Context: an optimization exercise on an open-source flow, tuned for small area. The choices shown serve that exercise and are no tape-out recipe.
In this exercise RTL edits were held to simulation tests only and were not proved equivalent to the original.
Power and IR drop assume default switching activity.

**flow/config.mk**
```make
export PLATFORM = sky130hd
export DESIGN_NAME = instruction_decode_stage
export DESIGN_NICKNAME = instruction_decode_stage
export VERILOG_FILES = /design/flow/design.v
export SDC_FILE = /design/flow/constraint.sdc
export NUM_CORES = 4
export LEC_CHECK = 0
export CAP_MARGIN = 20
export CORE_MARGIN = 2
export CORE_UTILIZATION = 40
export SLEW_MARGIN = 20
```
**flow/constraint.sdc**
```tcl
create_clock -name core_clock -period 5.0 [get_ports {clk}]
set_input_delay 1.0000 -clock core_clock [delete_from_list [all_inputs] [get_ports {clk}]]
set_output_delay 1.0000 -clock core_clock [all_outputs]
set_load 0.01 [all_outputs]
```
**flow/design.v**
```verilog
package mips_pkg;
  localparam int REG_W  = 5;
  localparam int DATA_W = 32;
  localparam int TY_W   = 4;
  localparam logic [TY_W-1:0] TY_NOP  = 4'd0;
  localparam logic [TY_W-1:0] TY_ADD  = 4'd1;
  localparam logic [TY_W-1:0] TY_SUB  = 4'd2;
  localparam logic [TY_W-1:0] TY_AND  = 4'd3;
  localparam logic [TY_W-1:0] TY_OR   = 4'd4;
  localparam logic [TY_W-1:0] TY_SLT  = 4'd5;
  localparam logic [TY_W-1:0] TY_ADDI = 4'd6;
  localparam logic [TY_W-1:0] TY_SW   = 4'd7;
  typedef struct packed {
    logic [DATA_W-1:0] a;
    logic [DATA_W-1:0] b;
    logic [REG_W-1:0]  src_a;
    logic [REG_W-1:0]  src_b;
    logic [REG_W-1:0]  wb_tgt;
    logic [TY_W-1:0]   itype;
    logic [15:0]       sw_off;
  } id_ex_t;
  function automatic logic is_rtype(input logic [TY_W-1:0] t);
    is_rtype = (t >= TY_ADD) && (t <= TY_SLT);
  endfunction
endpackage
module reg_file
(
  input  logic              clk,
  input  logic              rst_n,
  input  logic              we,
  input  logic [mips_pkg::REG_W-1:0]  waddr,
  input  logic [mips_pkg::DATA_W-1:0] wdata,
  input  logic [mips_pkg::REG_W-1:0]  raddr_a,
  output logic [mips_pkg::DATA_W-1:0] rdata_a,
  input  logic [mips_pkg::REG_W-1:0]  raddr_b,
  output logic [mips_pkg::DATA_W-1:0] rdata_b
);
  logic [mips_pkg::DATA_W-1:0] mem_q [32];
  logic              wr_ok;
  assign wr_ok = we && (waddr != '0);
  always_ff @(posedge clk or negedge rst_n) begin
    if (!rst_n) begin
      for (int i = 0; i < 32; i++) mem_q[i] <= '0;
    end else if (wr_ok) begin
      mem_q[waddr] <= wdata;
    end
  end
  always_comb begin
    rdata_a = mem_q[raddr_a];
    if (raddr_a == '0)
      rdata_a = '0;
    else if (wr_ok && waddr == raddr_a)
      rdata_a = wdata;
  end
  always_comb begin
    rdata_b = mem_q[raddr_b];
    if (raddr_b == '0)
      rdata_b = '0;
    else if (wr_ok && waddr == raddr_b)
      rdata_b = wdata;
  end
endmodule
module instruction_decode_stage
(
  input  logic              clk,
  input  logic              reset,
  input  logic              done_in_ID,
  input  logic              done_in_WB,
  input  logic              wb_en,
  input  logic [mips_pkg::REG_W-1:0]  wb_addr,
  input  logic [mips_pkg::DATA_W-1:0] wb_data,
  input  logic [mips_pkg::REG_W-1:0]  rs,
  input  logic [mips_pkg::REG_W-1:0]  rt,
  input  logic [mips_pkg::REG_W-1:0]  rd,
  input  logic [mips_pkg::DATA_W-1:0] imm,
  input  logic              has_rs,
  input  logic              has_rt,
  input  logic              has_rd,
  input  logic              has_imm,
  input  logic [mips_pkg::TY_W-1:0]   instr_type_IF,
  output logic [mips_pkg::DATA_W-1:0] A,
  output logic [mips_pkg::DATA_W-1:0] B,
  output logic [mips_pkg::REG_W-1:0]  sourceA,
  output logic [mips_pkg::REG_W-1:0]  sourceB,
  output logic [mips_pkg::REG_W-1:0]  wb_tgt_ID,
  output logic [mips_pkg::TY_W-1:0]   instr_type_ID,
  output logic [15:0]       sw_offset,
  output logic              done_ID,
  output logic              done_WB
);
  logic [mips_pkg::REG_W-1:0]  src_a;
  logic [mips_pkg::DATA_W-1:0] rdata_a;
  logic [mips_pkg::DATA_W-1:0] rdata_b;
  logic              is_r;
  logic              is_addi;
  logic              is_sw;
  mips_pkg::id_ex_t            ex_d;
  mips_pkg::id_ex_t            ex_q;
  logic              done_id_q;
  logic              done_wb_q;
  logic              unused_fields;
  assign unused_fields = has_rt ^ has_imm;
  assign src_a = has_rs ? rs : '0;
  reg_file u_rf (
    .clk     (clk),
    .rst_n   (reset),
    .we      (wb_en),
    .waddr   (wb_addr),
    .wdata   (wb_data),
    .raddr_a (src_a),
    .rdata_a (rdata_a),
    .raddr_b (rt),
    .rdata_b (rdata_b)
  );
  assign is_r    = !done_in_ID && mips_pkg::is_rtype(instr_type_IF);
  assign is_addi = !done_in_ID && (instr_type_IF == mips_pkg::TY_ADDI);
  assign is_sw   = !done_in_ID && (instr_type_IF == mips_pkg::TY_SW);
  always_comb begin
    ex_d = '0;
    unique case (1'b1)
      is_r: begin
        ex_d.a      = rdata_a;
        ex_d.src_a  = src_a;
        ex_d.b      = rdata_b;
        ex_d.src_b  = rt;
        ex_d.wb_tgt = has_rd ? rd : '0;
        ex_d.itype  = instr_type_IF;
      end
      is_addi: begin
        ex_d.a      = rdata_a;
        ex_d.src_a  = src_a;
        ex_d.b      = imm;
        ex_d.wb_tgt = rt;
        ex_d.itype  = mips_pkg::TY_ADDI;
      end
      is_sw: begin
        ex_d.a      = rdata_a;
        ex_d.src_a  = src_a;
        ex_d.b      = rdata_b;
        ex_d.src_b  = rt;
        ex_d.itype  = mips_pkg::TY_SW;
        ex_d.sw_off = imm[15:0];
      end
      default: ;
    endcase
  end
  always_ff @(posedge clk or negedge reset) begin
    if (!reset) begin
      ex_q      <= '0;
      done_id_q <= 1'b0;
      done_wb_q <= 1'b0;
    end else begin
      ex_q      <= ex_d;
      done_id_q <= done_id_q | done_in_ID;
      done_wb_q <= done_wb_q | done_in_WB;
    end
  end
  assign A             = ex_q.a;
  assign B             = ex_q.b;
  assign sourceA       = ex_q.src_a;
  assign sourceB       = ex_q.src_b;
  assign wb_tgt_ID     = ex_q.wb_tgt;
  assign instr_type_ID = ex_q.itype;
  assign sw_offset     = ex_q.sw_off;
  assign done_ID       = done_id_q;
  assign done_WB       = done_wb_q;
endmodule
```
**flow/run.sh**
```bash
#!/bin/bash
# synth_recipe.tcl (not shown) runs the flow's synth.tcl, then flattens the netlist and writes it again
# the make line also repeats each setting of config.mk as NAME=value (left out here)
make -C /OpenROAD-flow-scripts/flow DESIGN_CONFIG=/design/flow/config.mk WORK_HOME=/design/flow/orfs CLKGATE_MAP_FILE= SYNTH_SCRIPT=/design/flow/synth_recipe.tcl finish
```
==> reports/qor.yml <==
worst_setup_path:
  slowest_delay_ns: 1.03
  cp.arrival_ns: 4.96
  cp_slowest_cell: "nor2b_4"
  startpoint: "rt[2]"
  startpoint_type: "input pin"
  critPathKind: "input pin to register"
  crit_buf_inv: 2
  crit_path_cell_trace: "clkdlybuf4s50_1 > nor2b_4 > and2_2 > buf_4 > a22oi_1 > nand4_1 > nor4_1 > o31ai_1"
  crit_path_max_fanout: 21
  cp.required_ns: 5.60
  cp_top_family: "simple AND/OR/NAND/NOR gates"
  r2r-start: "u_rf.mem_q[30][27]$_DFFE_PN0P_"
  cp-end-kind: "register"
synthesis:
  yosysSeqAreaShare_pct: 51.3
  synth_top_area_cell: "dfrtp_1"
  syn-num-nets: 4536
  async_flop_share_pct: 100
  synthTopCellsByArea: "dfrtp_1 51%, mux2_2 21%, a22oi_1 11%"
  yosysUniqueCellTypes: 76
  synth_top_area_share_pct: 51.3
  synth_edf_count: 0
  avgSynthCellArea_um2: 12.0
  synthCells: 4439
  ys_ff_latch: 1093
  ys_warn_count: 3
  synth_ff_type: "dfrtp_1"
  syn_area_um2: 53300
sta:
  slew_violations: 0
  fmax_mhz: 230
  setup_tns_ns: 0
  rsz0062_at_grt: "no"
  min_period_over_period_pct: 87.0
  hold_viol: 0
  period_needed_ns: 4.35
  setup-violations-final: 0
  tightest_slew_ns: 1.33
  skew_ns: 0.0305
  slew-limit-headroom_pct: 11.5
power_and_ir_drop:
  pwr_density_cell_nw_per_um2: 394
  totalPowerFinal_uw: 24700
  p_leak_uw: 0.0275
  irDropWorstVdd_mv: 0.302
clocking:
  clk_pin_slew_ns: 0.06
  worstSkewPairLatency_ns: 0.78
  clock_path_buffers: 3
  clock_sinks: 1093
  post_cts_resized: 0
  cts_tree: "yes"
  cts_setup_buffers: 0
  cts_root_buffer: "clkbuf_16"
  htreeDepth: 3
  holdBufCountCts: 0
  cts_buffers: 116
die:
  core_area_um2: 132000
  rows: 133
  initial_utilization_pct: 40.4
  io_pins: 198
  die_width_um: 369
  die-area_um2: 136000
  die_h_um: 369
routing:
  wl_um: 268000
  drc: 0
  vias: 47500
  antenna_left: 0
  vias_per_cell: 7.36
  wl_per_cell_um: 41.6
  firstDrtPassIters: 17
  first_iter_violations: 10500
finish:
  area_growth_pct: 17.7
  final_common_cell: "dfrtp_1"
  final_cells: 6459
  layout_common_cells: "1093 x dfrtp_1, 990 x mux2_2, 795 x a22oi_1, 250 x buf_4, 182 x clkdlybuf4s50_1"
  drive_gt1_share_pct: 34.9
  fin_nets: 4671
  n_fill_cell: 11800
placement:
  place_congestion: 0.978
  dpl.hpwl_um: 158000
  portBuffers: 195
  dp_cells: 6210
min_path:
  hp-class: "input pin to async pin"
job:
  maxCapViolations: 0
grt:
  grt_start_max_net_pins: 134
  grt_pass1_wl_um: 366000
  grt.total_usage_pct: 38.5
  antenna_found_initial: 21
  overflow: 0
  grt_pass1_vias: 44800
run_status:
  outcome: "finished clean"
==> path summary, 6_finish.rpt <==
kind                                            endpoint  slack (ns)  cells past startpoint
setup / recovery                      ex_q[39]$_DFF_PN0_        0.65                      8
hold / removal                        ex_q[19]$_DFF_PN0_        0.24                      1
setup reg to reg                      ex_q[62]$_DFF_PN0_        2.54                      5
hold reg to reg                      done_wb_q$_DFF_PN0_        0.46                      1
max in group asynchronous  u_rf.mem_q[9][16]$_DFFE_PN0P_        3.37                      3
min in group core_clock              done_wb_q$_DFF_PN0_        0.46                      1
==> synthesized netlist by cell type, drive strengths merged (4+ instances only) <==
| master | n |
|---|---|
| a2111oi | 57 |
| a21oi | 29 |
| a222oi | 40 |
| a22o | 8 |
| a22oi | 795 |
| a31oi | 28 |
| a32oi | 8 |
| and2 | 67 |
| and3 | 173 |
| buf | 230 |
| clkbuf | 243 |
| dfrtp | 1093 |
| mux2 | 997 |
| mux2i | 4 |
| nand2 | 100 |
| nand2b | 10 |
| nand3 | 95 |
| nand4 | 133 |
| nand4b | 7 |
| nor2 | 101 |
| nor2b | 8 |
| nor3 | 36 |
| nor3b | 5 |
| nor4 | 41 |
| o211ai | 6 |
| o21ai | 39 |
| o31ai | 32 |
| or2 | 5 |
| xnor2 | 5 |
| xor2 | 4 |
==> area by class of cell <==
| class | count | area [µm²] | share of cell area [%] |
|---|---|---|---|
| Antenna cell | 30 | 75.1 | 0.120 |
| Clock buffer | 151 | 3280 | 5.22 |
| Clock inverter | 67 | 912 | 1.45 |
| Inverter | 2 | 7.51 | 0.0120 |
| Multi-Input combinational cell | 2871 | 24300 | 38.7 |
| Sequential cell | 1093 | 27400 | 43.6 |
| Tap cell | 1755 | 2200 | 3.50 |
| Timing Repair Buffer | 490 | 4670 | 7.44 |
==> routing by layer <==
layer  global-route usage, %  vias to the layer above  routed length, µm
met1                    50.1                    23900              99400
met2                    52.1                     4827             106000
li1                        -                    17400                  -
met4                    22.7                       10              20400
met3                    17.4                     1403              43100
met5                   0.178                        -                 89
==> where the power goes <==
part | switching [µW] | internal, µW
Clock | 3980 | 5650
Combinational | 1500 | 1600
Sequential | 1560 | 10500
==> sequential cells by signal, summed over array words and instances, names as in the netlist <==
signal,flops
done_id_q,1
done_wb_q,1
ex_q,99
u_rf.mem_q,992
==> through the flow <==
stage	utilization, %	worst slack (ns)	instance area (µm²)	hold slack [ns]
after CTS	47.5	1.11	62700	0.265
after global routing	47.5	0.876	62700	0.303
after detailed placement	44.4	0.311	58600	0.454
after global placement	44.4	0.309	58600	0.449
final	47.6	0.648	62800	0.243
after floorplan	-	2.32	53300	0.479
==> cell families after synthesis <==
kind of cell / count (synthesis) / share of synthesized area [%]
mux: 1001 / 21.1
other cells: 1 / 0.00703
buf+inv: 475 / 3.91
flops: 1093 / 51.3
xor+xnor: 9 / 0.148
simple gates: 803 / 8.54
compound gates: 1057 / 15.0

-- what the ideal ports hide --
No port has a modelled driver above. Below, the same layout with a new extraction and two added sets of constraints.
Step 1 assumes that a clkbuf_16 drives the clock port and a buf_2 every other input.
Step 2 times the ports against the registers' clock, not the clock port: input delays grow and output delays shrink by t, the midpoint of the rising clock arrivals with the driver on.
Three values: no drivers, after step 1, after step 2; two values: the first two.
shift t [ns]: 0.841
setup slack, ns: 0.648 / 0.666 / -0.174
worst setup path after step 2: input to register
pins driven straight from the clock port: 1
With both steps, setup timing fails in this run, where it was met with ideal ports. For this run, drivers alone change the setup slack by +0.018 ns; drivers and shift together by -0.822 ns.
